This design comes from an exercise in tuning for small area, a short achievable clock period and few clock cycles per item on the open sky130 flow, not from production work. RTL that was checked went through simulation tests only; none was proved equivalent to the original. For run 2, only the layout was checked, not whether the RTL still works. Power figures rest on the tool's default switching activity, not on a simulated workload.

==> design.v <==
module power_calc (
    input  logic        clk,
    input  logic        rst,
    input  logic        in_valid,
    input  logic [19:0] in_data_1,
    input  logic [2:0]  in_data_2,
    output logic        busy,
    output logic        out_valid,
    output logic [59:0] out_data
);
    logic [19:0] b_r;        
    logic [9:0]  a_r;        
    logic [59:0] acc_r;      
    logic [19:0] cs_r;       
    logic [19:0] cc_r;       
    logic        ci_r;       
    logic [2:0]  j_r;        
    logic [2:0]  rem_r;      
    logic        act_r;      
    logic        first_r;    
    logic        small_r;    
    logic        kzero_r;    
    logic        stall_r;    
    logic        res_r;      
    logic        resfin_r;   
    logic [2:0]  rpos_r;     
    logic        ov_r;
    logic        gate_r;     
    logic [29:0] ts, tc;     
    logic [10:0] lo;         
    logic [19:0] rsum;       
    logic        gate;
    logic        last;
    logic        hi_zero;
    logic        run;
    logic        fin;
    logic        take;
    logic [9:0]  slot_nxt;   
    assign gate = gate_r;
    power_calc_csa u_csa (
        .a  (a_r),
        .b  (b_r),
        .cs (gate ? cs_r : 20'd0),
        .cc (gate ? cc_r : 20'd0),
        .ci (gate & ci_r),
        .s  (ts),
        .c  (tc)
    );
    assign lo   = {1'b0, ts[9:0]} + {1'b0, tc[9:0]};
    assign rsum = cs_r + cc_r + {19'd0, ci_r};
    always_comb begin
        case (j_r)
            3'd1:    hi_zero = ~|acc_r[59:20];
            3'd2:    hi_zero = ~|acc_r[59:30];
            3'd3:    hi_zero = ~|acc_r[59:40];
            default: hi_zero = 1'b1;
        endcase
        if (first_r) begin
            slot_nxt = b_r[19:10];
        end else if (res_r && rpos_r == 3'd1) begin
            slot_nxt = rsum[9:0];
        end else if (res_r && rpos_r == 3'd0) begin
            slot_nxt = rsum[19:10];
        end else begin
            case (j_r)
                3'd0:    slot_nxt = acc_r[19:10];
                3'd1:    slot_nxt = acc_r[29:20];
                3'd2:    slot_nxt = acc_r[39:30];
                default: slot_nxt = acc_r[49:40];
            endcase
        end
    end
    assign last = (j_r == 3'd0) ? ~|b_r[19:10] : (first_r | hi_zero);
    assign run  = act_r & ~stall_r & ~small_r;
    assign fin  = act_r & ~stall_r & (small_r | (last & (rem_r == 3'd1)));
    assign busy = act_r & ~fin;
    assign take = in_valid & ~busy;
    always_ff @(posedge clk) begin
        if (rst) begin
            act_r   <= 1'b0;
            ov_r    <= 1'b0;
            res_r   <= 1'b0;
            stall_r <= 1'b0;
        end else begin
            ov_r    <= res_r & resfin_r;
            res_r   <= act_r & ~stall_r & (small_r | last);
            stall_r <= run & last & (j_r == 3'd0) & (rem_r != 3'd1);
            if (fin) act_r <= 1'b0;
            if (take) act_r <= 1'b1;
        end
    end
    always_ff @(posedge clk) begin
        if (res_r) begin
            for (int i = 0; i < 6; i++) begin
                if (i == int'(rpos_r))     acc_r[10*i +: 10] <= rsum[9:0];
                if (i == int'(rpos_r) + 1) acc_r[10*i +: 10] <= rsum[19:10];
                if (i > int'(rpos_r) + 1)  acc_r[10*i +: 10] <= 10'd0;
            end
        end
        if (stall_r) begin
            a_r <= rsum[9:0];
        end
        if (act_r && !stall_r && small_r) begin
            cs_r     <= kzero_r ? 20'd1024 : b_r;
            cc_r     <= 20'd0;
            ci_r     <= 1'b0;
            rpos_r   <= 3'd0;
            resfin_r <= 1'b1;
        end
        if (run) begin
            for (int i = 0; i < 5; i++) begin
                if (j_r != 3'd0 && i == int'(j_r) - 1) acc_r[10*i +: 10] <= lo[9:0];
            end
            cs_r <= ts[29:10];
            cc_r <= tc[29:10];
            ci_r <= lo[10];
            if (!last) begin
                a_r    <= slot_nxt;
                j_r    <= j_r + 3'd1;
                gate_r <= 1'b1;
            end else begin
                if (j_r == 3'd1)      a_r <= lo[9:0];
                else if (j_r != 3'd0) a_r <= acc_r[9:0];
                j_r      <= 3'd0;
                gate_r   <= 1'b0;
                rpos_r   <= j_r;
                resfin_r <= (rem_r == 3'd1);
                rem_r    <= rem_r - 3'd1;
                first_r  <= 1'b0;
            end
        end
        if (take) begin
            b_r     <= in_data_1;
            a_r     <= in_data_1[9:0];
            j_r     <= 3'd0;
            gate_r  <= 1'b0;
            first_r <= 1'b1;
            small_r <= in_data_2 < 3'd2;
            kzero_r <= in_data_2 == 3'd0;
            rem_r   <= (in_data_2 > 3'd5) ? 3'd4 : in_data_2 - 3'd1;
        end
    end
    assign out_valid = ov_r;
    assign out_data  = acc_r;
endmodule
module power_calc_csa (
    input  logic [9:0]  a,
    input  logic [19:0] b,
    input  logic [19:0] cs,
    input  logic [19:0] cc,
    input  logic        ci,
    output logic [29:0] s,
    output logic [29:0] c
);
    logic w1;
    logic w2;
    logic w3;
    logic w4;
    logic w5;
    logic w6;
    logic w7;
    logic w8;
    logic w9;
    logic w10;
    logic w11;
    logic w12;
    logic w13;
    logic w14;
    logic w15;
    logic w16;
    logic w17;
    logic w18;
    logic w19;
    logic w20;
    logic w21;
    logic w22;
    logic w23;
    logic w24;
    logic w25;
    logic w26;
    logic w27;
    logic w28;
    logic w29;
    logic w30;
    logic w31;
    logic w32;
    logic w33;
    logic w34;
    logic w35;
    logic w36;
    logic w37;
    logic w38;
    logic w39;
    logic w40;
    logic w41;
    logic w42;
    logic w43;
    logic w44;
    logic w45;
    logic w46;
    logic w47;
    logic w48;
    logic w49;
    logic w50;
    logic w51;
    logic w52;
    logic w53;
    logic w54;
    logic w55;
    logic w56;
    logic w57;
    logic w58;
    logic w59;
    logic w60;
    logic w61;
    logic w62;
    logic w63;
    logic w64;
    logic w65;
    logic w66;
    logic w67;
    logic w68;
    logic w69;
    logic w70;
    logic w71;
    logic w72;
    logic w73;
    logic w74;
    logic w75;
    logic w76;
    logic w77;
    logic w78;
    logic w79;
    logic w80;
    logic w81;
    logic w82;
    logic w83;
    logic w84;
    logic w85;
    logic w86;
    logic w87;
    logic w88;
    logic w89;
    logic w90;
    logic w91;
    logic w92;
    logic w93;
    logic w94;
    logic w95;
    logic w96;
    logic w97;
    logic w98;
    logic w99;
    logic w100;
    logic w101;
    logic w102;
    logic w103;
    logic w104;
    logic w105;
    logic w106;
    logic w107;
    logic w108;
    logic w109;
    logic w110;
    logic w111;
    logic w112;
    logic w113;
    logic w114;
    logic w115;
    logic w116;
    logic w117;
    logic w118;
    logic w119;
    logic w120;
    logic w121;
    logic w122;
    logic w123;
    logic w124;
    logic w125;
    logic w126;
    logic w127;
    logic w128;
    logic w129;
    logic w130;
    logic w131;
    logic w132;
    logic w133;
    logic w134;
    logic w135;
    logic w136;
    logic w137;
    logic w138;
    logic w139;
    logic w140;
    logic w141;
    logic w142;
    logic w143;
    logic w144;
    logic w145;
    logic w146;
    logic w147;
    logic w148;
    logic w149;
    logic w150;
    logic w151;
    logic w152;
    logic w153;
    logic w154;
    logic w155;
    logic w156;
    logic w157;
    logic w158;
    logic w159;
    logic w160;
    logic w161;
    logic w162;
    logic w163;
    logic w164;
    logic w165;
    logic w166;
    logic w167;
    logic w168;
    logic w169;
    logic w170;
    logic w171;
    logic w172;
    logic w173;
    logic w174;
    logic w175;
    logic w176;
    logic w177;
    logic w178;
    logic w179;
    logic w180;
    logic w181;
    logic w182;
    logic w183;
    logic w184;
    logic w185;
    logic w186;
    logic w187;
    logic w188;
    logic w189;
    logic w190;
    logic w191;
    logic w192;
    logic w193;
    logic w194;
    logic w195;
    logic w196;
    logic w197;
    logic w198;
    logic w199;
    logic w200;
    logic w201;
    logic w202;
    logic w203;
    logic w204;
    logic w205;
    logic w206;
    logic w207;
    logic w208;
    logic w209;
    logic w210;
    logic w211;
    logic w212;
    logic w213;
    logic w214;
    logic w215;
    logic w216;
    logic w217;
    logic w218;
    logic w219;
    logic w220;
    logic w221;
    logic w222;
    logic w223;
    logic w224;
    logic w225;
    logic w226;
    logic w227;
    logic w228;
    logic w229;
    logic w230;
    logic w231;
    logic w232;
    logic w233;
    logic w234;
    logic w235;
    logic w236;
    logic w237;
    logic w238;
    logic w239;
    logic w240;
    logic w241;
    logic w242;
    logic w243;
    logic w244;
    logic w245;
    logic w246;
    logic w247;
    logic w248;
    logic w249;
    logic w250;
    logic w251;
    logic w252;
    logic w253;
    logic w254;
    logic w255;
    logic w256;
    logic w257;
    logic w258;
    logic w259;
    logic w260;
    logic w261;
    logic w262;
    logic w263;
    logic w264;
    logic w265;
    logic w266;
    logic w267;
    logic w268;
    logic w269;
    logic w270;
    logic w271;
    logic w272;
    logic w273;
    logic w274;
    logic w275;
    logic w276;
    logic w277;
    logic w278;
    logic w279;
    logic w280;
    logic w281;
    logic w282;
    logic w283;
    logic w284;
    logic w285;
    logic w286;
    logic w287;
    logic w288;
    logic w289;
    logic w290;
    logic w291;
    logic w292;
    logic w293;
    logic w294;
    logic w295;
    logic w296;
    logic w297;
    logic w298;
    logic w299;
    logic w300;
    logic w301;
    logic w302;
    logic w303;
    logic w304;
    logic w305;
    logic w306;
    logic w307;
    logic w308;
    logic w309;
    logic w310;
    logic w311;
    logic w312;
    logic w313;
    logic w314;
    logic w315;
    logic w316;
    logic w317;
    logic w318;
    logic w319;
    logic w320;
    logic w321;
    logic w322;
    logic w323;
    logic w324;
    logic w325;
    logic w326;
    logic w327;
    logic w328;
    logic w329;
    logic w330;
    logic w331;
    logic w332;
    logic w333;
    logic w334;
    logic w335;
    logic w336;
    logic w337;
    logic w338;
    logic w339;
    logic w340;
    logic w341;
    logic w342;
    logic w343;
    logic w344;
    logic w345;
    logic w346;
    logic w347;
    logic w348;
    logic w349;
    logic w350;
    logic w351;
    logic w352;
    logic w353;
    logic w354;
    logic w355;
    logic w356;
    logic w357;
    logic w358;
    logic w359;
    logic w360;
    logic w361;
    logic w362;
    logic w363;
    logic w364;
    logic w365;
    logic w366;
    logic w367;
    logic w368;
    logic w369;
    logic w370;
    logic w371;
    logic w372;
    logic w373;
    logic w374;
    logic w375;
    logic w376;
    logic w377;
    logic w378;
    logic w379;
    logic w380;
    logic w381;
    logic w382;
    logic w383;
    logic w384;
    logic w385;
    logic w386;
    logic w387;
    logic w388;
    logic w389;
    logic w390;
    logic w391;
    logic w392;
    logic w393;
    logic w394;
    logic w395;
    logic w396;
    logic w397;
    logic w398;
    logic w399;
    logic w400;
    logic w401;
    logic w402;
    assign w1 = cs[7] ^ cc[7];
    assign w2 = cs[7] & cc[7];
    assign w3 = cs[8] ^ cc[8] ^ (a[0] & b[8]);
    assign w4 = (cs[8] & cc[8]) | (cs[8] & (a[0] & b[8])) | (cc[8] & (a[0] & b[8]));
    assign w5 = (a[1] & b[7]) ^ (a[2] & b[6]);
    assign w6 = (a[1] & b[7]) & (a[2] & b[6]);
    assign w7 = cs[9] ^ cc[9] ^ (a[0] & b[9]);
    assign w8 = (cs[9] & cc[9]) | (cs[9] & (a[0] & b[9])) | (cc[9] & (a[0] & b[9]));
    assign w9 = (a[1] & b[8]) ^ (a[2] & b[7]) ^ (a[3] & b[6]);
    assign w10 = ((a[1] & b[8]) & (a[2] & b[7])) | ((a[1] & b[8]) & (a[3] & b[6])) | ((a[2] & b[7]) & (a[3] & b[6]));
    assign w11 = (a[4] & b[5]) ^ (a[5] & b[4]);
    assign w12 = (a[4] & b[5]) & (a[5] & b[4]);
    assign w13 = cs[10] ^ cc[10] ^ (a[0] & b[10]);
    assign w14 = (cs[10] & cc[10]) | (cs[10] & (a[0] & b[10])) | (cc[10] & (a[0] & b[10]));
    assign w15 = (a[1] & b[9]) ^ (a[2] & b[8]) ^ (a[3] & b[7]);
    assign w16 = ((a[1] & b[9]) & (a[2] & b[8])) | ((a[1] & b[9]) & (a[3] & b[7])) | ((a[2] & b[8]) & (a[3] & b[7]));
    assign w17 = (a[4] & b[6]) ^ (a[5] & b[5]) ^ (a[6] & b[4]);
    assign w18 = ((a[4] & b[6]) & (a[5] & b[5])) | ((a[4] & b[6]) & (a[6] & b[4])) | ((a[5] & b[5]) & (a[6] & b[4]));
    assign w19 = cs[11] ^ cc[11] ^ (a[0] & b[11]);
    assign w20 = (cs[11] & cc[11]) | (cs[11] & (a[0] & b[11])) | (cc[11] & (a[0] & b[11]));
    assign w21 = (a[1] & b[10]) ^ (a[2] & b[9]) ^ (a[3] & b[8]);
    assign w22 = ((a[1] & b[10]) & (a[2] & b[9])) | ((a[1] & b[10]) & (a[3] & b[8])) | ((a[2] & b[9]) & (a[3] & b[8]));
    assign w23 = (a[4] & b[7]) ^ (a[5] & b[6]) ^ (a[6] & b[5]);
    assign w24 = ((a[4] & b[7]) & (a[5] & b[6])) | ((a[4] & b[7]) & (a[6] & b[5])) | ((a[5] & b[6]) & (a[6] & b[5]));
    assign w25 = cs[12] ^ cc[12] ^ (a[0] & b[12]);
    assign w26 = (cs[12] & cc[12]) | (cs[12] & (a[0] & b[12])) | (cc[12] & (a[0] & b[12]));
    assign w27 = (a[1] & b[11]) ^ (a[2] & b[10]) ^ (a[3] & b[9]);
    assign w28 = ((a[1] & b[11]) & (a[2] & b[10])) | ((a[1] & b[11]) & (a[3] & b[9])) | ((a[2] & b[10]) & (a[3] & b[9]));
    assign w29 = (a[4] & b[8]) ^ (a[5] & b[7]) ^ (a[6] & b[6]);
    assign w30 = ((a[4] & b[8]) & (a[5] & b[7])) | ((a[4] & b[8]) & (a[6] & b[6])) | ((a[5] & b[7]) & (a[6] & b[6]));
    assign w31 = cs[13] ^ cc[13] ^ (a[0] & b[13]);
    assign w32 = (cs[13] & cc[13]) | (cs[13] & (a[0] & b[13])) | (cc[13] & (a[0] & b[13]));
    assign w33 = (a[1] & b[12]) ^ (a[2] & b[11]) ^ (a[3] & b[10]);
    assign w34 = ((a[1] & b[12]) & (a[2] & b[11])) | ((a[1] & b[12]) & (a[3] & b[10])) | ((a[2] & b[11]) & (a[3] & b[10]));
    assign w35 = (a[4] & b[9]) ^ (a[5] & b[8]) ^ (a[6] & b[7]);
    assign w36 = ((a[4] & b[9]) & (a[5] & b[8])) | ((a[4] & b[9]) & (a[6] & b[7])) | ((a[5] & b[8]) & (a[6] & b[7]));
    assign w37 = cs[14] ^ cc[14] ^ (a[0] & b[14]);
    assign w38 = (cs[14] & cc[14]) | (cs[14] & (a[0] & b[14])) | (cc[14] & (a[0] & b[14]));
    assign w39 = (a[1] & b[13]) ^ (a[2] & b[12]) ^ (a[3] & b[11]);
    assign w40 = ((a[1] & b[13]) & (a[2] & b[12])) | ((a[1] & b[13]) & (a[3] & b[11])) | ((a[2] & b[12]) & (a[3] & b[11]));
    assign w41 = (a[4] & b[10]) ^ (a[5] & b[9]) ^ (a[6] & b[8]);
    assign w42 = ((a[4] & b[10]) & (a[5] & b[9])) | ((a[4] & b[10]) & (a[6] & b[8])) | ((a[5] & b[9]) & (a[6] & b[8]));
    assign w43 = cs[15] ^ cc[15] ^ (a[0] & b[15]);
    assign w44 = (cs[15] & cc[15]) | (cs[15] & (a[0] & b[15])) | (cc[15] & (a[0] & b[15]));
    assign w45 = (a[1] & b[14]) ^ (a[2] & b[13]) ^ (a[3] & b[12]);
    assign w46 = ((a[1] & b[14]) & (a[2] & b[13])) | ((a[1] & b[14]) & (a[3] & b[12])) | ((a[2] & b[13]) & (a[3] & b[12]));
    assign w47 = (a[4] & b[11]) ^ (a[5] & b[10]) ^ (a[6] & b[9]);
    assign w48 = ((a[4] & b[11]) & (a[5] & b[10])) | ((a[4] & b[11]) & (a[6] & b[9])) | ((a[5] & b[10]) & (a[6] & b[9]));
    assign w49 = cs[16] ^ cc[16] ^ (a[0] & b[16]);
    assign w50 = (cs[16] & cc[16]) | (cs[16] & (a[0] & b[16])) | (cc[16] & (a[0] & b[16]));
    assign w51 = (a[1] & b[15]) ^ (a[2] & b[14]) ^ (a[3] & b[13]);
    assign w52 = ((a[1] & b[15]) & (a[2] & b[14])) | ((a[1] & b[15]) & (a[3] & b[13])) | ((a[2] & b[14]) & (a[3] & b[13]));
    assign w53 = (a[4] & b[12]) ^ (a[5] & b[11]) ^ (a[6] & b[10]);
    assign w54 = ((a[4] & b[12]) & (a[5] & b[11])) | ((a[4] & b[12]) & (a[6] & b[10])) | ((a[5] & b[11]) & (a[6] & b[10]));
    assign w55 = cs[17] ^ cc[17] ^ (a[0] & b[17]);
    assign w56 = (cs[17] & cc[17]) | (cs[17] & (a[0] & b[17])) | (cc[17] & (a[0] & b[17]));
    assign w57 = (a[1] & b[16]) ^ (a[2] & b[15]) ^ (a[3] & b[14]);
    assign w58 = ((a[1] & b[16]) & (a[2] & b[15])) | ((a[1] & b[16]) & (a[3] & b[14])) | ((a[2] & b[15]) & (a[3] & b[14]));
    assign w59 = (a[4] & b[13]) ^ (a[5] & b[12]) ^ (a[6] & b[11]);
    assign w60 = ((a[4] & b[13]) & (a[5] & b[12])) | ((a[4] & b[13]) & (a[6] & b[11])) | ((a[5] & b[12]) & (a[6] & b[11]));
    assign w61 = cs[18] ^ cc[18] ^ (a[0] & b[18]);
    assign w62 = (cs[18] & cc[18]) | (cs[18] & (a[0] & b[18])) | (cc[18] & (a[0] & b[18]));
    assign w63 = (a[1] & b[17]) ^ (a[2] & b[16]) ^ (a[3] & b[15]);
    assign w64 = ((a[1] & b[17]) & (a[2] & b[16])) | ((a[1] & b[17]) & (a[3] & b[15])) | ((a[2] & b[16]) & (a[3] & b[15]));
    assign w65 = (a[4] & b[14]) ^ (a[5] & b[13]) ^ (a[6] & b[12]);
    assign w66 = ((a[4] & b[14]) & (a[5] & b[13])) | ((a[4] & b[14]) & (a[6] & b[12])) | ((a[5] & b[13]) & (a[6] & b[12]));
    assign w67 = cs[19] ^ cc[19] ^ (a[0] & b[19]);
    assign w68 = (cs[19] & cc[19]) | (cs[19] & (a[0] & b[19])) | (cc[19] & (a[0] & b[19]));
    assign w69 = (a[1] & b[18]) ^ (a[2] & b[17]) ^ (a[3] & b[16]);
    assign w70 = ((a[1] & b[18]) & (a[2] & b[17])) | ((a[1] & b[18]) & (a[3] & b[16])) | ((a[2] & b[17]) & (a[3] & b[16]));
    assign w71 = (a[4] & b[15]) ^ (a[5] & b[14]) ^ (a[6] & b[13]);
    assign w72 = ((a[4] & b[15]) & (a[5] & b[14])) | ((a[4] & b[15]) & (a[6] & b[13])) | ((a[5] & b[14]) & (a[6] & b[13]));
    assign w73 = (a[1] & b[19]) ^ (a[2] & b[18]) ^ (a[3] & b[17]);
    assign w74 = ((a[1] & b[19]) & (a[2] & b[18])) | ((a[1] & b[19]) & (a[3] & b[17])) | ((a[2] & b[18]) & (a[3] & b[17]));
    assign w75 = (a[4] & b[16]) ^ (a[5] & b[15]);
    assign w76 = (a[4] & b[16]) & (a[5] & b[15]);
    assign w77 = (a[2] & b[19]) ^ (a[3] & b[18]);
    assign w78 = (a[2] & b[19]) & (a[3] & b[18]);
    assign w79 = cs[4] ^ cc[4];
    assign w80 = cs[4] & cc[4];
    assign w81 = cs[5] ^ cc[5] ^ (a[0] & b[5]);
    assign w82 = (cs[5] & cc[5]) | (cs[5] & (a[0] & b[5])) | (cc[5] & (a[0] & b[5]));
    assign w83 = (a[1] & b[4]) ^ (a[2] & b[3]);
    assign w84 = (a[1] & b[4]) & (a[2] & b[3]);
    assign w85 = cs[6] ^ cc[6] ^ (a[0] & b[6]);
    assign w86 = (cs[6] & cc[6]) | (cs[6] & (a[0] & b[6])) | (cc[6] & (a[0] & b[6]));
    assign w87 = (a[1] & b[5]) ^ (a[2] & b[4]) ^ (a[3] & b[3]);
    assign w88 = ((a[1] & b[5]) & (a[2] & b[4])) | ((a[1] & b[5]) & (a[3] & b[3])) | ((a[2] & b[4]) & (a[3] & b[3]));
    assign w89 = (a[4] & b[2]) ^ (a[5] & b[1]);
    assign w90 = (a[4] & b[2]) & (a[5] & b[1]);
    assign w91 = (a[0] & b[7]) ^ (a[1] & b[6]) ^ (a[2] & b[5]);
    assign w92 = ((a[0] & b[7]) & (a[1] & b[6])) | ((a[0] & b[7]) & (a[2] & b[5])) | ((a[1] & b[6]) & (a[2] & b[5]));
    assign w93 = (a[3] & b[4]) ^ (a[4] & b[3]) ^ (a[5] & b[2]);
    assign w94 = ((a[3] & b[4]) & (a[4] & b[3])) | ((a[3] & b[4]) & (a[5] & b[2])) | ((a[4] & b[3]) & (a[5] & b[2]));
    assign w95 = (a[6] & b[1]) ^ (a[7] & b[0]) ^ w1;
    assign w96 = ((a[6] & b[1]) & (a[7] & b[0])) | ((a[6] & b[1]) & w1) | ((a[7] & b[0]) & w1);
    assign w97 = (a[3] & b[5]) ^ (a[4] & b[4]) ^ (a[5] & b[3]);
    assign w98 = ((a[3] & b[5]) & (a[4] & b[4])) | ((a[3] & b[5]) & (a[5] & b[3])) | ((a[4] & b[4]) & (a[5] & b[3]));
    assign w99 = (a[6] & b[2]) ^ (a[7] & b[1]) ^ (a[8] & b[0]);
    assign w100 = ((a[6] & b[2]) & (a[7] & b[1])) | ((a[6] & b[2]) & (a[8] & b[0])) | ((a[7] & b[1]) & (a[8] & b[0]));
    assign w101 = w2 ^ w5 ^ w3;
    assign w102 = (w2 & w5) | (w2 & w3) | (w5 & w3);
    assign w103 = (a[6] & b[3]) ^ (a[7] & b[2]) ^ (a[8] & b[1]);
    assign w104 = ((a[6] & b[3]) & (a[7] & b[2])) | ((a[6] & b[3]) & (a[8] & b[1])) | ((a[7] & b[2]) & (a[8] & b[1]));
    assign w105 = (a[9] & b[0]) ^ w6 ^ w11;
    assign w106 = ((a[9] & b[0]) & w6) | ((a[9] & b[0]) & w11) | (w6 & w11);
    assign w107 = w4 ^ w7 ^ w9;
    assign w108 = (w4 & w7) | (w4 & w9) | (w7 & w9);
    assign w109 = (a[7] & b[3]) ^ (a[8] & b[2]) ^ (a[9] & b[1]);
    assign w110 = ((a[7] & b[3]) & (a[8] & b[2])) | ((a[7] & b[3]) & (a[9] & b[1])) | ((a[8] & b[2]) & (a[9] & b[1]));
    assign w111 = w12 ^ w8 ^ w10;
    assign w112 = (w12 & w8) | (w12 & w10) | (w8 & w10);
    assign w113 = w13 ^ w15 ^ w17;
    assign w114 = (w13 & w15) | (w13 & w17) | (w15 & w17);
    assign w115 = (a[7] & b[4]) ^ (a[8] & b[3]) ^ (a[9] & b[2]);
    assign w116 = ((a[7] & b[4]) & (a[8] & b[3])) | ((a[7] & b[4]) & (a[9] & b[2])) | ((a[8] & b[3]) & (a[9] & b[2]));
    assign w117 = w14 ^ w16 ^ w18;
    assign w118 = (w14 & w16) | (w14 & w18) | (w16 & w18);
    assign w119 = w19 ^ w21 ^ w23;
    assign w120 = (w19 & w21) | (w19 & w23) | (w21 & w23);
    assign w121 = (a[7] & b[5]) ^ (a[8] & b[4]) ^ (a[9] & b[3]);
    assign w122 = ((a[7] & b[5]) & (a[8] & b[4])) | ((a[7] & b[5]) & (a[9] & b[3])) | ((a[8] & b[4]) & (a[9] & b[3]));
    assign w123 = w20 ^ w22 ^ w24;
    assign w124 = (w20 & w22) | (w20 & w24) | (w22 & w24);
    assign w125 = w25 ^ w27 ^ w29;
    assign w126 = (w25 & w27) | (w25 & w29) | (w27 & w29);
    assign w127 = (a[7] & b[6]) ^ (a[8] & b[5]) ^ (a[9] & b[4]);
    assign w128 = ((a[7] & b[6]) & (a[8] & b[5])) | ((a[7] & b[6]) & (a[9] & b[4])) | ((a[8] & b[5]) & (a[9] & b[4]));
    assign w129 = w26 ^ w28 ^ w30;
    assign w130 = (w26 & w28) | (w26 & w30) | (w28 & w30);
    assign w131 = w31 ^ w33 ^ w35;
    assign w132 = (w31 & w33) | (w31 & w35) | (w33 & w35);
    assign w133 = (a[7] & b[7]) ^ (a[8] & b[6]) ^ (a[9] & b[5]);
    assign w134 = ((a[7] & b[7]) & (a[8] & b[6])) | ((a[7] & b[7]) & (a[9] & b[5])) | ((a[8] & b[6]) & (a[9] & b[5]));
    assign w135 = w32 ^ w34 ^ w36;
    assign w136 = (w32 & w34) | (w32 & w36) | (w34 & w36);
    assign w137 = w37 ^ w39 ^ w41;
    assign w138 = (w37 & w39) | (w37 & w41) | (w39 & w41);
    assign w139 = (a[7] & b[8]) ^ (a[8] & b[7]) ^ (a[9] & b[6]);
    assign w140 = ((a[7] & b[8]) & (a[8] & b[7])) | ((a[7] & b[8]) & (a[9] & b[6])) | ((a[8] & b[7]) & (a[9] & b[6]));
    assign w141 = w38 ^ w40 ^ w42;
    assign w142 = (w38 & w40) | (w38 & w42) | (w40 & w42);
    assign w143 = w43 ^ w45 ^ w47;
    assign w144 = (w43 & w45) | (w43 & w47) | (w45 & w47);
    assign w145 = (a[7] & b[9]) ^ (a[8] & b[8]) ^ (a[9] & b[7]);
    assign w146 = ((a[7] & b[9]) & (a[8] & b[8])) | ((a[7] & b[9]) & (a[9] & b[7])) | ((a[8] & b[8]) & (a[9] & b[7]));
    assign w147 = w44 ^ w46 ^ w48;
    assign w148 = (w44 & w46) | (w44 & w48) | (w46 & w48);
    assign w149 = w49 ^ w51 ^ w53;
    assign w150 = (w49 & w51) | (w49 & w53) | (w51 & w53);
    assign w151 = (a[7] & b[10]) ^ (a[8] & b[9]) ^ (a[9] & b[8]);
    assign w152 = ((a[7] & b[10]) & (a[8] & b[9])) | ((a[7] & b[10]) & (a[9] & b[8])) | ((a[8] & b[9]) & (a[9] & b[8]));
    assign w153 = w50 ^ w52 ^ w54;
    assign w154 = (w50 & w52) | (w50 & w54) | (w52 & w54);
    assign w155 = w55 ^ w57 ^ w59;
    assign w156 = (w55 & w57) | (w55 & w59) | (w57 & w59);
    assign w157 = (a[7] & b[11]) ^ (a[8] & b[10]) ^ (a[9] & b[9]);
    assign w158 = ((a[7] & b[11]) & (a[8] & b[10])) | ((a[7] & b[11]) & (a[9] & b[9])) | ((a[8] & b[10]) & (a[9] & b[9]));
    assign w159 = w56 ^ w58 ^ w60;
    assign w160 = (w56 & w58) | (w56 & w60) | (w58 & w60);
    assign w161 = w61 ^ w63 ^ w65;
    assign w162 = (w61 & w63) | (w61 & w65) | (w63 & w65);
    assign w163 = (a[7] & b[12]) ^ (a[8] & b[11]) ^ (a[9] & b[10]);
    assign w164 = ((a[7] & b[12]) & (a[8] & b[11])) | ((a[7] & b[12]) & (a[9] & b[10])) | ((a[8] & b[11]) & (a[9] & b[10]));
    assign w165 = w62 ^ w64 ^ w66;
    assign w166 = (w62 & w64) | (w62 & w66) | (w64 & w66);
    assign w167 = w67 ^ w69 ^ w71;
    assign w168 = (w67 & w69) | (w67 & w71) | (w69 & w71);
    assign w169 = (a[6] & b[14]) ^ (a[7] & b[13]) ^ (a[8] & b[12]);
    assign w170 = ((a[6] & b[14]) & (a[7] & b[13])) | ((a[6] & b[14]) & (a[8] & b[12])) | ((a[7] & b[13]) & (a[8] & b[12]));
    assign w171 = (a[9] & b[11]) ^ w75 ^ w68;
    assign w172 = ((a[9] & b[11]) & w75) | ((a[9] & b[11]) & w68) | (w75 & w68);
    assign w173 = w70 ^ w72 ^ w73;
    assign w174 = (w70 & w72) | (w70 & w73) | (w72 & w73);
    assign w175 = (a[4] & b[17]) ^ (a[5] & b[16]) ^ (a[6] & b[15]);
    assign w176 = ((a[4] & b[17]) & (a[5] & b[16])) | ((a[4] & b[17]) & (a[6] & b[15])) | ((a[5] & b[16]) & (a[6] & b[15]));
    assign w177 = (a[7] & b[14]) ^ (a[8] & b[13]) ^ (a[9] & b[12]);
    assign w178 = ((a[7] & b[14]) & (a[8] & b[13])) | ((a[7] & b[14]) & (a[9] & b[12])) | ((a[8] & b[13]) & (a[9] & b[12]));
    assign w179 = w76 ^ w77 ^ w74;
    assign w180 = (w76 & w77) | (w76 & w74) | (w77 & w74);
    assign w181 = (a[3] & b[19]) ^ (a[4] & b[18]) ^ (a[5] & b[17]);
    assign w182 = ((a[3] & b[19]) & (a[4] & b[18])) | ((a[3] & b[19]) & (a[5] & b[17])) | ((a[4] & b[18]) & (a[5] & b[17]));
    assign w183 = (a[6] & b[16]) ^ (a[7] & b[15]) ^ (a[8] & b[14]);
    assign w184 = ((a[6] & b[16]) & (a[7] & b[15])) | ((a[6] & b[16]) & (a[8] & b[14])) | ((a[7] & b[15]) & (a[8] & b[14]));
    assign w185 = (a[9] & b[13]) ^ w78;
    assign w186 = (a[9] & b[13]) & w78;
    assign w187 = (a[4] & b[19]) ^ (a[5] & b[18]) ^ (a[6] & b[17]);
    assign w188 = ((a[4] & b[19]) & (a[5] & b[18])) | ((a[4] & b[19]) & (a[6] & b[17])) | ((a[5] & b[18]) & (a[6] & b[17]));
    assign w189 = (a[7] & b[16]) ^ (a[8] & b[15]);
    assign w190 = (a[7] & b[16]) & (a[8] & b[15]);
    assign w191 = (a[5] & b[19]) ^ (a[6] & b[18]);
    assign w192 = (a[5] & b[19]) & (a[6] & b[18]);
    assign w193 = cs[2] ^ cc[2];
    assign w194 = cs[2] & cc[2];
    assign w195 = cs[3] ^ cc[3] ^ (a[0] & b[3]);
    assign w196 = (cs[3] & cc[3]) | (cs[3] & (a[0] & b[3])) | (cc[3] & (a[0] & b[3]));
    assign w197 = (a[1] & b[2]) ^ (a[2] & b[1]);
    assign w198 = (a[1] & b[2]) & (a[2] & b[1]);
    assign w199 = (a[0] & b[4]) ^ (a[1] & b[3]) ^ (a[2] & b[2]);
    assign w200 = ((a[0] & b[4]) & (a[1] & b[3])) | ((a[0] & b[4]) & (a[2] & b[2])) | ((a[1] & b[3]) & (a[2] & b[2]));
    assign w201 = (a[3] & b[1]) ^ (a[4] & b[0]) ^ w79;
    assign w202 = ((a[3] & b[1]) & (a[4] & b[0])) | ((a[3] & b[1]) & w79) | ((a[4] & b[0]) & w79);
    assign w203 = (a[3] & b[2]) ^ (a[4] & b[1]) ^ (a[5] & b[0]);
    assign w204 = ((a[3] & b[2]) & (a[4] & b[1])) | ((a[3] & b[2]) & (a[5] & b[0])) | ((a[4] & b[1]) & (a[5] & b[0]));
    assign w205 = w80 ^ w83 ^ w81;
    assign w206 = (w80 & w83) | (w80 & w81) | (w83 & w81);
    assign w207 = (a[6] & b[0]) ^ w84 ^ w89;
    assign w208 = ((a[6] & b[0]) & w84) | ((a[6] & b[0]) & w89) | (w84 & w89);
    assign w209 = w82 ^ w85 ^ w87;
    assign w210 = (w82 & w85) | (w82 & w87) | (w85 & w87);
    assign w211 = w90 ^ w86 ^ w88;
    assign w212 = (w90 & w86) | (w90 & w88) | (w86 & w88);
    assign w213 = w91 ^ w93 ^ w95;
    assign w214 = (w91 & w93) | (w91 & w95) | (w93 & w95);
    assign w215 = w92 ^ w94 ^ w96;
    assign w216 = (w92 & w94) | (w92 & w96) | (w94 & w96);
    assign w217 = w97 ^ w99 ^ w101;
    assign w218 = (w97 & w99) | (w97 & w101) | (w99 & w101);
    assign w219 = w98 ^ w100 ^ w103;
    assign w220 = (w98 & w100) | (w98 & w103) | (w100 & w103);
    assign w221 = w105 ^ w102 ^ w107;
    assign w222 = (w105 & w102) | (w105 & w107) | (w102 & w107);
    assign w223 = w104 ^ w109 ^ w106;
    assign w224 = (w104 & w109) | (w104 & w106) | (w109 & w106);
    assign w225 = w108 ^ w111 ^ w113;
    assign w226 = (w108 & w111) | (w108 & w113) | (w111 & w113);
    assign w227 = w110 ^ w115 ^ w112;
    assign w228 = (w110 & w115) | (w110 & w112) | (w115 & w112);
    assign w229 = w114 ^ w117 ^ w119;
    assign w230 = (w114 & w117) | (w114 & w119) | (w117 & w119);
    assign w231 = w116 ^ w121 ^ w118;
    assign w232 = (w116 & w121) | (w116 & w118) | (w121 & w118);
    assign w233 = w120 ^ w123 ^ w125;
    assign w234 = (w120 & w123) | (w120 & w125) | (w123 & w125);
    assign w235 = w122 ^ w127 ^ w124;
    assign w236 = (w122 & w127) | (w122 & w124) | (w127 & w124);
    assign w237 = w126 ^ w129 ^ w131;
    assign w238 = (w126 & w129) | (w126 & w131) | (w129 & w131);
    assign w239 = w128 ^ w133 ^ w130;
    assign w240 = (w128 & w133) | (w128 & w130) | (w133 & w130);
    assign w241 = w132 ^ w135 ^ w137;
    assign w242 = (w132 & w135) | (w132 & w137) | (w135 & w137);
    assign w243 = w134 ^ w139 ^ w136;
    assign w244 = (w134 & w139) | (w134 & w136) | (w139 & w136);
    assign w245 = w138 ^ w141 ^ w143;
    assign w246 = (w138 & w141) | (w138 & w143) | (w141 & w143);
    assign w247 = w140 ^ w145 ^ w142;
    assign w248 = (w140 & w145) | (w140 & w142) | (w145 & w142);
    assign w249 = w144 ^ w147 ^ w149;
    assign w250 = (w144 & w147) | (w144 & w149) | (w147 & w149);
    assign w251 = w146 ^ w151 ^ w148;
    assign w252 = (w146 & w151) | (w146 & w148) | (w151 & w148);
    assign w253 = w150 ^ w153 ^ w155;
    assign w254 = (w150 & w153) | (w150 & w155) | (w153 & w155);
    assign w255 = w152 ^ w157 ^ w154;
    assign w256 = (w152 & w157) | (w152 & w154) | (w157 & w154);
    assign w257 = w156 ^ w159 ^ w161;
    assign w258 = (w156 & w159) | (w156 & w161) | (w159 & w161);
    assign w259 = w158 ^ w163 ^ w160;
    assign w260 = (w158 & w163) | (w158 & w160) | (w163 & w160);
    assign w261 = w162 ^ w165 ^ w167;
    assign w262 = (w162 & w165) | (w162 & w167) | (w165 & w167);
    assign w263 = w164 ^ w169 ^ w166;
    assign w264 = (w164 & w169) | (w164 & w166) | (w169 & w166);
    assign w265 = w168 ^ w171 ^ w173;
    assign w266 = (w168 & w171) | (w168 & w173) | (w171 & w173);
    assign w267 = w170 ^ w175 ^ w177;
    assign w268 = (w170 & w175) | (w170 & w177) | (w175 & w177);
    assign w269 = w172 ^ w174 ^ w179;
    assign w270 = (w172 & w174) | (w172 & w179) | (w174 & w179);
    assign w271 = w176 ^ w178 ^ w181;
    assign w272 = (w176 & w178) | (w176 & w181) | (w178 & w181);
    assign w273 = w183 ^ w185 ^ w180;
    assign w274 = (w183 & w185) | (w183 & w180) | (w185 & w180);
    assign w275 = (a[9] & b[14]) ^ w189 ^ w182;
    assign w276 = ((a[9] & b[14]) & w189) | ((a[9] & b[14]) & w182) | (w189 & w182);
    assign w277 = w184 ^ w186 ^ w187;
    assign w278 = (w184 & w186) | (w184 & w187) | (w186 & w187);
    assign w279 = (a[7] & b[17]) ^ (a[8] & b[16]) ^ (a[9] & b[15]);
    assign w280 = ((a[7] & b[17]) & (a[8] & b[16])) | ((a[7] & b[17]) & (a[9] & b[15])) | ((a[8] & b[16]) & (a[9] & b[15]));
    assign w281 = w190 ^ w191 ^ w188;
    assign w282 = (w190 & w191) | (w190 & w188) | (w191 & w188);
    assign w283 = (a[6] & b[19]) ^ (a[7] & b[18]) ^ (a[8] & b[17]);
    assign w284 = ((a[6] & b[19]) & (a[7] & b[18])) | ((a[6] & b[19]) & (a[8] & b[17])) | ((a[7] & b[18]) & (a[8] & b[17]));
    assign w285 = (a[9] & b[16]) ^ w192;
    assign w286 = (a[9] & b[16]) & w192;
    assign w287 = (a[7] & b[19]) ^ (a[8] & b[18]);
    assign w288 = (a[7] & b[19]) & (a[8] & b[18]);
    assign w289 = cs[0] ^ cc[0];
    assign w290 = cs[0] & cc[0];
    assign w291 = cs[1] ^ cc[1] ^ (a[0] & b[1]);
    assign w292 = (cs[1] & cc[1]) | (cs[1] & (a[0] & b[1])) | (cc[1] & (a[0] & b[1]));
    assign w293 = (a[0] & b[2]) ^ (a[1] & b[1]) ^ (a[2] & b[0]);
    assign w294 = ((a[0] & b[2]) & (a[1] & b[1])) | ((a[0] & b[2]) & (a[2] & b[0])) | ((a[1] & b[1]) & (a[2] & b[0]));
    assign w295 = (a[3] & b[0]) ^ w194 ^ w197;
    assign w296 = ((a[3] & b[0]) & w194) | ((a[3] & b[0]) & w197) | (w194 & w197);
    assign w297 = w198 ^ w196 ^ w199;
    assign w298 = (w198 & w196) | (w198 & w199) | (w196 & w199);
    assign w299 = w200 ^ w202 ^ w203;
    assign w300 = (w200 & w202) | (w200 & w203) | (w202 & w203);
    assign w301 = w204 ^ w207 ^ w206;
    assign w302 = (w204 & w207) | (w204 & w206) | (w207 & w206);
    assign w303 = w208 ^ w210 ^ w211;
    assign w304 = (w208 & w210) | (w208 & w211) | (w210 & w211);
    assign w305 = w212 ^ w214 ^ w215;
    assign w306 = (w212 & w214) | (w212 & w215) | (w214 & w215);
    assign w307 = w216 ^ w219 ^ w218;
    assign w308 = (w216 & w219) | (w216 & w218) | (w219 & w218);
    assign w309 = w220 ^ w223 ^ w222;
    assign w310 = (w220 & w223) | (w220 & w222) | (w223 & w222);
    assign w311 = w224 ^ w227 ^ w226;
    assign w312 = (w224 & w227) | (w224 & w226) | (w227 & w226);
    assign w313 = w228 ^ w231 ^ w230;
    assign w314 = (w228 & w231) | (w228 & w230) | (w231 & w230);
    assign w315 = w232 ^ w235 ^ w234;
    assign w316 = (w232 & w235) | (w232 & w234) | (w235 & w234);
    assign w317 = w236 ^ w239 ^ w238;
    assign w318 = (w236 & w239) | (w236 & w238) | (w239 & w238);
    assign w319 = w240 ^ w243 ^ w242;
    assign w320 = (w240 & w243) | (w240 & w242) | (w243 & w242);
    assign w321 = w244 ^ w247 ^ w246;
    assign w322 = (w244 & w247) | (w244 & w246) | (w247 & w246);
    assign w323 = w248 ^ w251 ^ w250;
    assign w324 = (w248 & w251) | (w248 & w250) | (w251 & w250);
    assign w325 = w252 ^ w255 ^ w254;
    assign w326 = (w252 & w255) | (w252 & w254) | (w255 & w254);
    assign w327 = w256 ^ w259 ^ w258;
    assign w328 = (w256 & w259) | (w256 & w258) | (w259 & w258);
    assign w329 = w260 ^ w263 ^ w262;
    assign w330 = (w260 & w263) | (w260 & w262) | (w263 & w262);
    assign w331 = w267 ^ w264 ^ w266;
    assign w332 = (w267 & w264) | (w267 & w266) | (w264 & w266);
    assign w333 = w268 ^ w271 ^ w270;
    assign w334 = (w268 & w271) | (w268 & w270) | (w271 & w270);
    assign w335 = w272 ^ w275 ^ w277;
    assign w336 = (w272 & w275) | (w272 & w277) | (w275 & w277);
    assign w337 = w279 ^ w276 ^ w278;
    assign w338 = (w279 & w276) | (w279 & w278) | (w276 & w278);
    assign w339 = w280 ^ w283 ^ w285;
    assign w340 = (w280 & w283) | (w280 & w285) | (w283 & w285);
    assign w341 = (a[9] & b[17]) ^ w287 ^ w284;
    assign w342 = ((a[9] & b[17]) & w287) | ((a[9] & b[17]) & w284) | (w287 & w284);
    assign w343 = (a[8] & b[19]) ^ (a[9] & b[18]);
    assign w344 = (a[8] & b[19]) & (a[9] & b[18]);
    assign w345 = ci ^ (a[0] & b[0]);
    assign w346 = ci & (a[0] & b[0]);
    assign w347 = (a[1] & b[0]) ^ w290 ^ w291;
    assign w348 = ((a[1] & b[0]) & w290) | ((a[1] & b[0]) & w291) | (w290 & w291);
    assign w349 = w193 ^ w292 ^ w293;
    assign w350 = (w193 & w292) | (w193 & w293) | (w292 & w293);
    assign w351 = w294 ^ w195 ^ w295;
    assign w352 = (w294 & w195) | (w294 & w295) | (w195 & w295);
    assign w353 = w201 ^ w296 ^ w297;
    assign w354 = (w201 & w296) | (w201 & w297) | (w296 & w297);
    assign w355 = w298 ^ w299 ^ w205;
    assign w356 = (w298 & w299) | (w298 & w205) | (w299 & w205);
    assign w357 = w300 ^ w209 ^ w301;
    assign w358 = (w300 & w209) | (w300 & w301) | (w209 & w301);
    assign w359 = w213 ^ w302 ^ w303;
    assign w360 = (w213 & w302) | (w213 & w303) | (w302 & w303);
    assign w361 = w304 ^ w305 ^ w217;
    assign w362 = (w304 & w305) | (w304 & w217) | (w305 & w217);
    assign w363 = w306 ^ w221 ^ w307;
    assign w364 = (w306 & w221) | (w306 & w307) | (w221 & w307);
    assign w365 = w225 ^ w308 ^ w309;
    assign w366 = (w225 & w308) | (w225 & w309) | (w308 & w309);
    assign w367 = w229 ^ w310 ^ w311;
    assign w368 = (w229 & w310) | (w229 & w311) | (w310 & w311);
    assign w369 = w233 ^ w312 ^ w313;
    assign w370 = (w233 & w312) | (w233 & w313) | (w312 & w313);
    assign w371 = w237 ^ w314 ^ w315;
    assign w372 = (w237 & w314) | (w237 & w315) | (w314 & w315);
    assign w373 = w241 ^ w316 ^ w317;
    assign w374 = (w241 & w316) | (w241 & w317) | (w316 & w317);
    assign w375 = w245 ^ w318 ^ w319;
    assign w376 = (w245 & w318) | (w245 & w319) | (w318 & w319);
    assign w377 = w249 ^ w320 ^ w321;
    assign w378 = (w249 & w320) | (w249 & w321) | (w320 & w321);
    assign w379 = w253 ^ w322 ^ w323;
    assign w380 = (w253 & w322) | (w253 & w323) | (w322 & w323);
    assign w381 = w257 ^ w324 ^ w325;
    assign w382 = (w257 & w324) | (w257 & w325) | (w324 & w325);
    assign w383 = w261 ^ w326 ^ w327;
    assign w384 = (w261 & w326) | (w261 & w327) | (w326 & w327);
    assign w385 = w265 ^ w328 ^ w329;
    assign w386 = (w265 & w328) | (w265 & w329) | (w328 & w329);
    assign w387 = w269 ^ w330 ^ w331;
    assign w388 = (w269 & w330) | (w269 & w331) | (w330 & w331);
    assign w389 = w273 ^ w332 ^ w333;
    assign w390 = (w273 & w332) | (w273 & w333) | (w332 & w333);
    assign w391 = w274 ^ w335 ^ w334;
    assign w392 = (w274 & w335) | (w274 & w334) | (w335 & w334);
    assign w393 = w281 ^ w336 ^ w337;
    assign w394 = (w281 & w336) | (w281 & w337) | (w336 & w337);
    assign w395 = w282 ^ w339 ^ w338;
    assign w396 = (w282 & w339) | (w282 & w338) | (w339 & w338);
    assign w397 = w286 ^ w341 ^ w340;
    assign w398 = (w286 & w341) | (w286 & w340) | (w341 & w340);
    assign w399 = w288 ^ w343 ^ w342;
    assign w400 = (w288 & w343) | (w288 & w342) | (w343 & w342);
    assign w401 = (a[9] & b[19]) ^ w344;
    assign w402 = (a[9] & b[19]) & w344;
    assign s[0] = w289;
    assign c[0] = w345;
    assign s[1] = w346;
    assign c[1] = w347;
    assign s[2] = w348;
    assign c[2] = w349;
    assign s[3] = w350;
    assign c[3] = w351;
    assign s[4] = w352;
    assign c[4] = w353;
    assign s[5] = w354;
    assign c[5] = w355;
    assign s[6] = w356;
    assign c[6] = w357;
    assign s[7] = w358;
    assign c[7] = w359;
    assign s[8] = w360;
    assign c[8] = w361;
    assign s[9] = w362;
    assign c[9] = w363;
    assign s[10] = w364;
    assign c[10] = w365;
    assign s[11] = w366;
    assign c[11] = w367;
    assign s[12] = w368;
    assign c[12] = w369;
    assign s[13] = w370;
    assign c[13] = w371;
    assign s[14] = w372;
    assign c[14] = w373;
    assign s[15] = w374;
    assign c[15] = w375;
    assign s[16] = w376;
    assign c[16] = w377;
    assign s[17] = w378;
    assign c[17] = w379;
    assign s[18] = w380;
    assign c[18] = w381;
    assign s[19] = w382;
    assign c[19] = w383;
    assign s[20] = w384;
    assign c[20] = w385;
    assign s[21] = w386;
    assign c[21] = w387;
    assign s[22] = w388;
    assign c[22] = w389;
    assign s[23] = w390;
    assign c[23] = w391;
    assign s[24] = w393;
    assign c[24] = w392;
    assign s[25] = w394;
    assign c[25] = w395;
    assign s[26] = w397;
    assign c[26] = w396;
    assign s[27] = w399;
    assign c[27] = w398;
    assign s[28] = w401;
    assign c[28] = w400;
    assign s[29] = w402;
    assign c[29] = 1'b0;
endmodule
==> flow/run.sh <==
#!/bin/bash
# Standard layout, but with timing repair aiming past the 5 ns margin cap of config.mk.
set -euo pipefail
bash standard.sh SETUP_SLACK_MARGIN=6 finish > standard_flow.log 2>&1
==> standard.sh <==
#!/bin/bash
# synth_recipe.tcl (not shown) runs the flow's synth.tcl, then flattens the netlist and writes it again
# the make line also repeats each setting of config.mk as NAME=value (left out here)
make -C /OpenROAD-flow-scripts/flow DESIGN_CONFIG=/design/flow/config.mk WORK_HOME=/design/flow/orfs CLKGATE_MAP_FILE= SYNTH_SCRIPT=/design/flow/synth_recipe.tcl "${@:-finish}"
==> config.mk <==
export PLATFORM = sky130hd
export DESIGN_NAME = power_calc
export DESIGN_NICKNAME = power_calc
export VERILOG_FILES = /design/flow/design.v
export SDC_FILE = /design/flow/constraint.sdc
export NUM_CORES = 4
export LEC_CHECK = 0
export CAP_MARGIN = 20
export CORE_MARGIN = 2
export CORE_UTILIZATION = 40
export SLEW_MARGIN = 20
==> constraint.sdc <==
create_clock -name core_clock -period 10.0 [get_ports {clk}]
set_input_delay 2.0000 -clock core_clock [delete_from_list [all_inputs] [get_ports {clk}]]
set_output_delay 2.0000 -clock core_clock [all_outputs]
set_load 0.01 [all_outputs]
==> impl_metrics.yaml, run 1 <==
sta:
  setup_viol: 0
  fin_crit_sh_pct: 45.5
  max_freq_mhz: 220
  max-slew-margin-rel_pct: 20.2
  slew_violations: 0
  fin_tns_setup_ns: 0
  clock_skew_ns: 0.0123
  max_slew.worst_pin.slew_ns: 1.19
  finalHoldViolCount: 0
  rsz0062_at_grt: "yes"
  worst_slack_ns: 5.45
  fin_crit_ns: 4.55
clock_network:
  htree_levels: 4
  cts_inserted_buffers: 17
  hold_buffers: 0
  tritoncts: "built"
  clock-root-buffer: "clkbuf_16"
  cts_buffer_depth: 2
  path_clk_slew_ns: 0.07
  insertion_delay_ns: 0.46
  clock_sinks: 148
routing:
  antenna_left: 0
  viasPerCell: 5.75
  firstDrtPassIters: 6
  avgRoutedWirePerCell_um: 23.2
  drt_wl_total_mm: 57.7
  drcViolationCount: 0
  initialDrtViolationCount: 1572
  vias: 14285
synthesis:
  synth.top_cells.by_count: "246 x nand2_1, 213 x inv_1, 184 x fa_1, 181 x and2_1, 133 x nor2_1"
  postSynthNetCount: 2147
  yosysSeqAreaShare_pct: 23.3
  syn-mean-instance-area_sq_um: 8.50
  synth_area_leader_cell: "fa_1"
  synth_top_area_share_pct: 23.2
  ys.warnings.count: 1
  syn_inst: 1872
  synth_edf_count: 75
  ys_async_sr_fraction_pct: 0
  synth_area_sq_mm: 0.0159
  ys_top_cells_by_area: "fa_1 23%, edfxtp_1 14%, dfxtp_1 9.2%"
  ys.flop_type: "edfxtp_1"
  ys_ff_latch: 148
  synth_cell_types: 77
  synth.most_common_cell: "nand2_1"
critical_path:
  worstPathRequired_ns: 10.34
  rr_endpoint: "a_r[9]"
  crit_path_max_fanout: 5
  regToRegStartpoint: "b_r[4]"
  r2r_setup_slack_ns: 5.45
  cp.arrival_ns: 4.89
  cp-start-kind: "register"
  endpoint_kind: "register"
  critPathKind: "register to register"
  r2r_cells: 17
die:
  die_w_um: 203
  die_area_sq_mm: 0.0414
  ios: 88
  start_util_pct: 40.3
  core_sq_mm: 0.0395
  die_y_um: 203
  placementRows: 73
finish:
  final_core_util_pct: 47.8
  final_cells: 2486
  multi_input_comb_area_sq_mm: 0.0114
  seq_area_sq_mm: 0.00375
  syn2layout_area_growth_pct: 18.7
  drive_above_1_share_pct: 11.6
  fill_cells: 3836
  fin_nets: 2222
place:
  dp_hpwl_mm: 40.4
  gp_congestion: 0.972
  io_buffers: 87
  dp.cells: 2385
  place_ws_ns: 4.62
grt:
  busiest_layer: "met2"
  track_usage_pct: 27.9
  antenna_found_initial: 1
  grt_pass1_vias: 13953
  grt_overflow: 0
  grt_pass1_wl_mm: 85.5
  gr-usage-met2_pct: 44.4
  grt_max_degree: 54
  use_met3_pct: 6.15
  met1_usage_pct: 36.5
pwr:
  p_leak_nw: 7.98
  p_per_area_mw_per_mm2: 376
  ir_worst_vdd_mv: 0.415
status:
  status: "no timing/DRC/antenna violations"
hold_path:
  min_delay_path_depth: 2
  hp-start: "resfin_r"
  min_path_type: "register to register"
  min_to: "ov_r"
job:
  drv_cap: 0
-- logic make-up after synthesis --
kind of cell | after synthesis | synth area share [%]
and+or+nand+nor | 716 | 22.0
AOI/OAI and AO/OA | 373 | 15.4
buffers and inverters | 340 | 8.19
adders and majority gates | 249 | 28.3
DFF | 148 | 23.3
xor gates and xnor gates | 28 | 1.59
muxes | 18 | 1.16
-- repair_timing --
action	in CTS	in global routing
buffers inserted	31	33
gates cloned	3	1
resized for setup	50	95
pin swaps	8	33
hold endpoints to repair	0	0
setup endpoints to repair	34	35
-- layer usage --
layer / part of all wire (%) / routed length (um)
met1: 42 / 24100
met3: 8.2 / 4710
met4: 4.3 / 2510
met2: 46 / 26400
met5: 0.021 / 12
-- power breakdown --
group	internal (W)	total (W)	switching, W
clock network	0.000343	0.000635	0.000292
registers	0.000778	0.000951	0.000173
logic	0.00245	0.00550	0.00306
-- through the flow --
| step | hold slack [ns] | total power, W | instance area, sq um |
|---|---|---|---|
| 2_1_floorplan | 0.419 | 0.00316 | 15900 |
| 5_1_grt | 0.481 | 0.00750 | 18900 |
| 3_5_place_dp | 0.454 | 0.00477 | 17200 |
| 4_1_cts | 0.448 | 0.00623 | 18300 |
| 6_report | 0.449 | 0.00709 | 18900 |
| 3_3_place_gp | 0.452 | 0.00471 | 17200 |
-- flip-flops by register name, summed over array words and instances, names as in the netlist, 3 cells and up --
name,flops
rem_r,3
a_r,10
rpos_r,3
cc_r,19
cs_r,20
j_r,3
acc_r,60
b_r,20
-- layout by cell type (no fill, tap or decap), types with 9 or more instances in the layout --
cell type and instances:
nand2_1 245, inv_1 202, fa_1 181, and2_1 174, nor2_1 123, a21oi_1 92
clkdlybuf4s50_1 86, edfxtp_1 75, buf_4 67, dfxtp_1 64, o21ai_0 61, ha_1 53
nand3_1 35, a31oi_1 30, o211ai_1 26, nor3_1 23, nand3b_1 21, clkbuf_16 18
a211oi_1 16, a21o_1 16, buf_6 15, nor2b_1 14, mux2i_1 14, nand4_1 12
xnor2_1 12, o21ai_1 10, inv_2 9, a221oi_1 9, o22ai_1 9, and3_1 9
ha_4 9, dfxtp_4 9
-- final cells by class --
| class | count | area share [%] |
|---|---|---|
| Antenna cell | 1 | 0.0133 |
| Clock buffer | 20 | 2.31 |
| Clock inverter | 12 | 0.583 |
| Inverter | 216 | 4.35 |
| Multi-Input combinational cell | 1386 | 60.2 |
| Sequential cell | 148 | 19.9 |
| Tap cell | 525 | 3.48 |
| Timing Repair Buffer | 178 | 9.17 |
-- worst max path at each step --
stage	from	endpoint	slack (ns)	cells after the start
final	b_r[4]	a_r[9]	5.45	17
after floorplan	b_r[4]	a_r[9]	5.63	16
after CTS	b_r[2]	a_r[9]	5.37	16
after global placement	j_r[1]	busy	4.69	9
after detailed placement	j_r[1]	busy	4.62	9
after global routing	gate_r	a_r[9]	5.29	18
-- worst max-delay path, cell delays in order, from the launching register on --
cell and delay (ns):
edfxtp_1 0.43, buf_6 0.16, and2_4 0.15, fa_1 0.47, inv_1 0.05, fa_1 0.45
fa_1 0.53, inv_2 0.05, ha_4 0.23, and3_4 0.17, a221o_1 0.34, o41ai_4 0.25
o21bai_1 0.14, a21oi_2 0.18, xnor2_2 0.10, buf_6 0.14, a311o_1 0.31, o32a_1 0.28
Testbench counts, summed over its fixed seeds: cycles 11,737, items 1,920.
==> run 2, diff against run 1 <==
--- a/design.v
+++ b/design.v
@@ -20,41 +20,36 @@
     logic        first_r;    
     logic        small_r;    
     logic        kzero_r;    
+    logic        gate_r;     
     logic        stall_r;    
+    logic        bsmall_r;   
+    logic [2:0]  nlast_r;    
+    logic        busy_r;
     logic        res_r;      
     logic        resfin_r;   
     logic [2:0]  rpos_r;     
     logic        ov_r;
-    logic        gate_r;     
     logic [29:0] ts, tc;     
     logic [10:0] lo;         
     logic [19:0] rsum;       
-    logic        gate;
     logic        last;
-    logic        hi_zero;
+    logic        tcyc;       
     logic        run;
     logic        fin;
     logic        take;
     logic [9:0]  slot_nxt;   
-    assign gate = gate_r;
     power_calc_csa u_csa (
         .a  (a_r),
         .b  (b_r),
-        .cs (gate ? cs_r : 20'd0),
-        .cc (gate ? cc_r : 20'd0),
-        .ci (gate & ci_r),
+        .cs (gate_r ? cs_r : 20'd0),
+        .cc (gate_r ? cc_r : 20'd0),
+        .ci (gate_r & ci_r),
         .s  (ts),
         .c  (tc)
     );
     assign lo   = {1'b0, ts[9:0]} + {1'b0, tc[9:0]};
     assign rsum = cs_r + cc_r + {19'd0, ci_r};
     always_comb begin
-        case (j_r)
-            3'd1:    hi_zero = ~|acc_r[59:20];
-            3'd2:    hi_zero = ~|acc_r[59:30];
-            3'd3:    hi_zero = ~|acc_r[59:40];
-            default: hi_zero = 1'b1;
-        endcase
         if (first_r) begin
             slot_nxt = b_r[19:10];
         end else if (res_r && rpos_r == 3'd1) begin
@@ -70,23 +65,35 @@
             endcase
         end
     end
-    assign last = (j_r == 3'd0) ? ~|b_r[19:10] : (first_r | hi_zero);
-    assign run  = act_r & ~stall_r & ~small_r;
-    assign fin  = act_r & ~stall_r & (small_r | (last & (rem_r == 3'd1)));
-    assign busy = act_r & ~fin;
-    assign take = in_valid & ~busy;
+    assign last = (j_r == 3'd0) ? bsmall_r : (first_r | (j_r == nlast_r));
+    assign tcyc = act_r & ~stall_r;
+    assign run  = tcyc & ~small_r;
+    assign fin  = tcyc & (small_r | (last & (rem_r == 3'd1)));
+    assign take = in_valid & ~busy_r;
+    logic        act_nt, stall_nt, first_nt, last_nt, busy_nt, busy_new;
+    logic [2:0]  j_nt, rem_nt, nlast_nt;
+    assign act_nt   = act_r & ~fin;
+    assign stall_nt = run & last & (j_r == 3'd0) & (rem_r != 3'd1);
+    assign j_nt     = run ? (last ? 3'd0 : j_r + 3'd1) : j_r;
+    assign first_nt = first_r & ~(run & last);
+    assign rem_nt   = (run & last) ? rem_r - 3'd1 : rem_r;
+    assign nlast_nt = res_r ? rpos_r + {2'd0, |rsum[19:10]} : nlast_r;
+    assign last_nt  = (j_nt == 3'd0) ? bsmall_r : (first_nt | (j_nt == nlast_nt));
+    assign busy_nt  = act_nt & (stall_nt | ~last_nt | (rem_nt != 3'd1));
+    assign busy_new = ~((in_data_2 < 3'd2) | ((in_data_2 == 3'd2) & ~|in_data_1[19:10]));
     always_ff @(posedge clk) begin
         if (rst) begin
             act_r   <= 1'b0;
             ov_r    <= 1'b0;
             res_r   <= 1'b0;
             stall_r <= 1'b0;
+            busy_r  <= 1'b0;
         end else begin
             ov_r    <= res_r & resfin_r;
-            res_r   <= act_r & ~stall_r & (small_r | last);
-            stall_r <= run & last & (j_r == 3'd0) & (rem_r != 3'd1);
-            if (fin) act_r <= 1'b0;
-            if (take) act_r <= 1'b1;
+            res_r   <= tcyc & (small_r | last);
+            stall_r <= stall_nt;
+            act_r   <= take | act_nt;
+            busy_r  <= take ? busy_new : busy_nt;
         end
     end
     always_ff @(posedge clk) begin
@@ -97,49 +104,40 @@
                 if (i > int'(rpos_r) + 1)  acc_r[10*i +: 10] <= 10'd0;
             end
         end
-        if (stall_r) begin
-            a_r <= rsum[9:0];
-        end
-        if (act_r && !stall_r && small_r) begin
-            cs_r     <= kzero_r ? 20'd1024 : b_r;
-            cc_r     <= 20'd0;
-            ci_r     <= 1'b0;
-            rpos_r   <= 3'd0;
-            resfin_r <= 1'b1;
-        end
+        nlast_r <= nlast_nt;
         if (run) begin
             for (int i = 0; i < 5; i++) begin
                 if (j_r != 3'd0 && i == int'(j_r) - 1) acc_r[10*i +: 10] <= lo[9:0];
             end
-            cs_r <= ts[29:10];
-            cc_r <= tc[29:10];
-            ci_r <= lo[10];
-            if (!last) begin
-                a_r    <= slot_nxt;
-                j_r    <= j_r + 3'd1;
-                gate_r <= 1'b1;
-            end else begin
-                if (j_r == 3'd1)      a_r <= lo[9:0];
-                else if (j_r != 3'd0) a_r <= acc_r[9:0];
-                j_r      <= 3'd0;
-                gate_r   <= 1'b0;
-                rpos_r   <= j_r;
-                resfin_r <= (rem_r == 3'd1);
-                rem_r    <= rem_r - 3'd1;
-                first_r  <= 1'b0;
-            end
         end
+        cs_r <= small_r ? (kzero_r ? 20'd1024 : b_r) : ts[29:10];
+        cc_r <= small_r ? 20'd0 : tc[29:10];
+        ci_r <= ~small_r & lo[10];
+        if (tcyc) begin
+            rpos_r   <= small_r ? 3'd0 : j_r;
+            resfin_r <= small_r | (rem_r == 3'd1);
+        end
+        a_r <= take                   ? in_data_1[9:0]
+             : (!stall_r && last && j_r == 3'd1) ? lo[9:0]
+             : stall_r                ? rsum[9:0]
+             : !last                  ? slot_nxt
+             :                          acc_r[9:0];
+        j_r     <= j_nt;
+        gate_r  <= (j_nt != 3'd0);
+        first_r <= first_nt;
+        rem_r   <= rem_nt;
         if (take) begin
-            b_r     <= in_data_1;
-            a_r     <= in_data_1[9:0];
-            j_r     <= 3'd0;
-            gate_r  <= 1'b0;
-            first_r <= 1'b1;
-            small_r <= in_data_2 < 3'd2;
-            kzero_r <= in_data_2 == 3'd0;
-            rem_r   <= (in_data_2 > 3'd5) ? 3'd4 : in_data_2 - 3'd1;
+            b_r      <= in_data_1;
+            bsmall_r <= ~|in_data_1[19:10];
+            j_r      <= 3'd0;
+            gate_r   <= 1'b0;
+            first_r  <= 1'b1;
+            small_r  <= in_data_2 < 3'd2;
+            kzero_r  <= in_data_2 == 3'd0;
+            rem_r    <= (in_data_2 > 3'd5) ? 3'd4 : in_data_2 - 3'd1;
         end
     end
+    assign busy      = busy_r;
     assign out_valid = ov_r;
     assign out_data  = acc_r;
 endmodule
==> flow/run.sh (replaced) <==
#!/bin/bash
# Standard layout, but with timing repair aiming past the 5 ns margin cap of config.mk.
set -euo pipefail
bash standard.sh SETUP_SLACK_MARGIN=5.6 finish > standard_flow.log 2>&1
==> run 2 against run 1 <==
Clock skew is 0.0066 ns higher. Largest power group unchanged. Maximum frequency is 2.7% higher. Routed wire length is 8.2% lower. Clock power is 9.3% higher. Critical path type unchanged. Worst setup slack better by 0.12 ns. Synthesized cell count is 3.8% lower. Still clean on timing, DRC and antenna. Critical path depth stayed put. Power is 3.3% lower. Design area is 6.5% lower. Utilization is 1.1 points lower. Die area is 3.5% lower. First-iteration DRC count is 7.0% lower.
==> impl_metrics.yaml, run 2 <==
status:
  status: "no timing/DRC/antenna violations"
critical_path:
  cp-endpoint: "acc_r[29]"
  r2r_setup_slack_ns: 5.57
  r2r_cells: 17
  crit_path_max_fanout: 10
  cp-start-kind: "register"
  worstPathRequired_ns: 10.35
  crit_chain: "bufbuf_16, and2_4, fa_1, inv_1, fa_1, inv_1, fa_1, inv_1, fa_1, inv_2, ha_4, inv_4, buf_4, buf_4, nand4b_1, nand3_4, a221o_1"
  cp.arrival_ns: 4.78
  regToRegStartpoint: "gate_r"
  critPathMaxStageDelay_ns: 0.53
  rr_endpoint: "acc_r[29]"
  cpMostUsedCell: "fa_1"
  endpoint_kind: "register"
pwr:
  p_leak_nw: 7.56
  switching_share_pct: 51.9
  p_per_area_mw_per_mm2: 389
  combPwrFrac_pct: 73.2
  ir_worst_vdd_mv: 0.301
  netSwitchingPower_w: 0.00356
  p_clk_share_pct: 10.1
sta:
  fin_hold_ws_ns: 0.515
  worst_slack_ns: 5.57
  fin_crit_ns: 4.43
  max_slew.worst_pin.slew_ns: 1.25
  rsz0062_at_grt: "yes"
  max_freq_mhz: 226
  setup_viol: 0
  fin_tns_setup_ns: 0
place:
  place_ws_ns: 4.95
  io_buffers: 87
  gp_congestion: 0.952
  placed_area_sq_mm: 0.0166
synthesis:
  synth_edf_count: 37
  synth_area_sq_mm: 0.0153
  synth_top_area_share_pct: 24.0
  synth_cell_types: 78
  synth_area_leader_cell: "fa_1"
  ys_ff_latch: 153
  postSynthNetCount: 2078
  synth.most_common_cell: "inv_1"
  syn_inst: 1801
  ys.warnings.count: 1
routing:
  avgRoutedWirePerCell_um: 22.4
  firstDrtPassIters: 5
  initialDrtViolationCount: 1462
  drcViolationCount: 0
  antenna_left: 0
  drt_wl_total_mm: 53.0
die:
  start_util_pct: 40.6
  placementRows: 71
  core_sq_mm: 0.0378
  ios: 88
clock_network:
  clock-root-buffer: "clkbuf_16"
  hold_buffers: 0
  htree_levels: 4
  tritoncts: "built"
  clock_sinks: 153
  cts_buffer_depth: 2
  insertion_delay_ns: 0.46
grt:
  antenna_found_initial: 0
  grt_max_degree: 58
  track_usage_pct: 27.4
  grt_pass1_wl_mm: 80.6
hold_path:
  min_path_type: "register to register"
  hp-start: "resfin_r"
finish:
  fin_area_sq_mm: 0.0176
  drive_above_1_share_pct: 7.11
  top_regs: "acc_r (60), b_r (20), cs_r (20)"
  fin_nets: 2121
job:
  drv_cap: 0
-- run 2: changes by cell type after synthesis, sizes merged, moves of 12 or more --
cell / previous run / this run
a31oi: 30 / 18
and2: 181 / 161
clkbuf: 109 / 96
dfxtp: 73 / 116
edfxtp: 75 / 37
inv: 214 / 232
nand2: 246 / 200
nand3b: 21 / 9
nor2: 133 / 114
nor2b: 17 / 40
-- run 2: power groups by stage --
stage	Clock, W	Sequential (W)	Combinational (W)
6_report	0.000694	0.00115	0.00501
5_1_grt	0.000723	0.00116	0.00548
4_1_cts	0.000700	0.00114	0.00473
3_5_place_dp	0	0.00115	0.00444
3_3_place_gp	0	0.00115	0.00436
2_1_floorplan	0	0.00102	0.00288
-- run 2: repair_timing --
action | in CTS | in global routing
buffers inserted | 15 | 6
pin swaps | 3 | 11
gates cloned | 2 | 1
endpoints found under the setup margin | 18 | 19
resized for setup | 22 | 22
-- run 2: cell type report --
cell class | instances | area (sq um)
clock buffers | 18 | 429
clock inverters | 14 | 184
fillers | 3598 | 20100
inverters | 233 | 877
multi-input cells | 1306 | 10800
flip-flops and latches | 153 | 3450
well taps | 511 | 639
repair buffers | 133 | 1300
-- run 2: metal layers --
layer / track usage (%) / vias to the layer above / wire length, um
met4: 9.08 / 0 / 1600
met3: 5.81 / 98 / 4940
li1: - / 6034 / -
met5: 0 / - / 0
met2: 42.8 / 654 / 23800
met1: 37.8 / 6651 / 22600
-- run 2: worst min path at each step --
stage                     cells after the start   end
after floorplan                               2  ov_r
after global placement                        2  ov_r
after detailed placement                      2  ov_r
after CTS                                     2  ov_r
after global routing                          2  ov_r
final                                         2  ov_r
-- run 2: kinds of logic (layout without fill, tap and decap cells) --
group                    count (synthesis)  count (layout)  synth area share (%)
buffers and inverters                  342             398                  8.45
XOR/XNOR                                32              32                  1.97
adder cells (fa/ha/maj)                251             251                  29.5
AO/OA/AOI/OAI                          376             376                  16.2
multiplexers                            17              17                  1.13
flip-flops                             153             153                  22.4
AND/OR/NAND/NOR                        630             630                  20.4
-- run 2: worst reg2reg max path, delay by kind of cell, from the launching register on --
kind | cells | cell delay (ns)
AOI/OAI and AO/OA | 1 | 0.35
buffers and inverters | 8 | 0.80
DFF | 1 | 0.40
and+or+nand+nor | 3 | 0.46
adders and majority gates | 5 | 2.31
-- run 2: through the flow --
stage	utilization (%)	cells
after floorplan	-	1801
after global placement	44.0	2312
after detailed placement	44.0	2312
after CTS	46.3	2361
after global routing	46.7	2368
final	46.7	2368

[static timing again, ports no longer ideal]
The flow's constraints put no driver on any port. The routed layouts listed below were extracted and timed again, unchanged, in two steps. Step 1 assumes that a clkbuf_16 drives the clock port and a buf_2 every other input. Step 2 times the ports against the registers' clock, not the clock port: input delays grow and output delays shrink by t, the midpoint of the rising clock arrivals with the driver on. Three values: ideal, step 1, step 2; two values: the first two.
run | shift t [ns] | setup slack, ns | pins driven straight from the clock port
run 1 | 0.512 | 5.449 / 5.449 / 5.205 | 1
run 2 | 0.499 | 5.569 / 5.569 / 5.569 | 1
After both steps setup and hold are still met in every run listed. The setup slack of run 1, which loses most, moves by 0.000 ns with the drivers and by -0.244 ns with both steps.
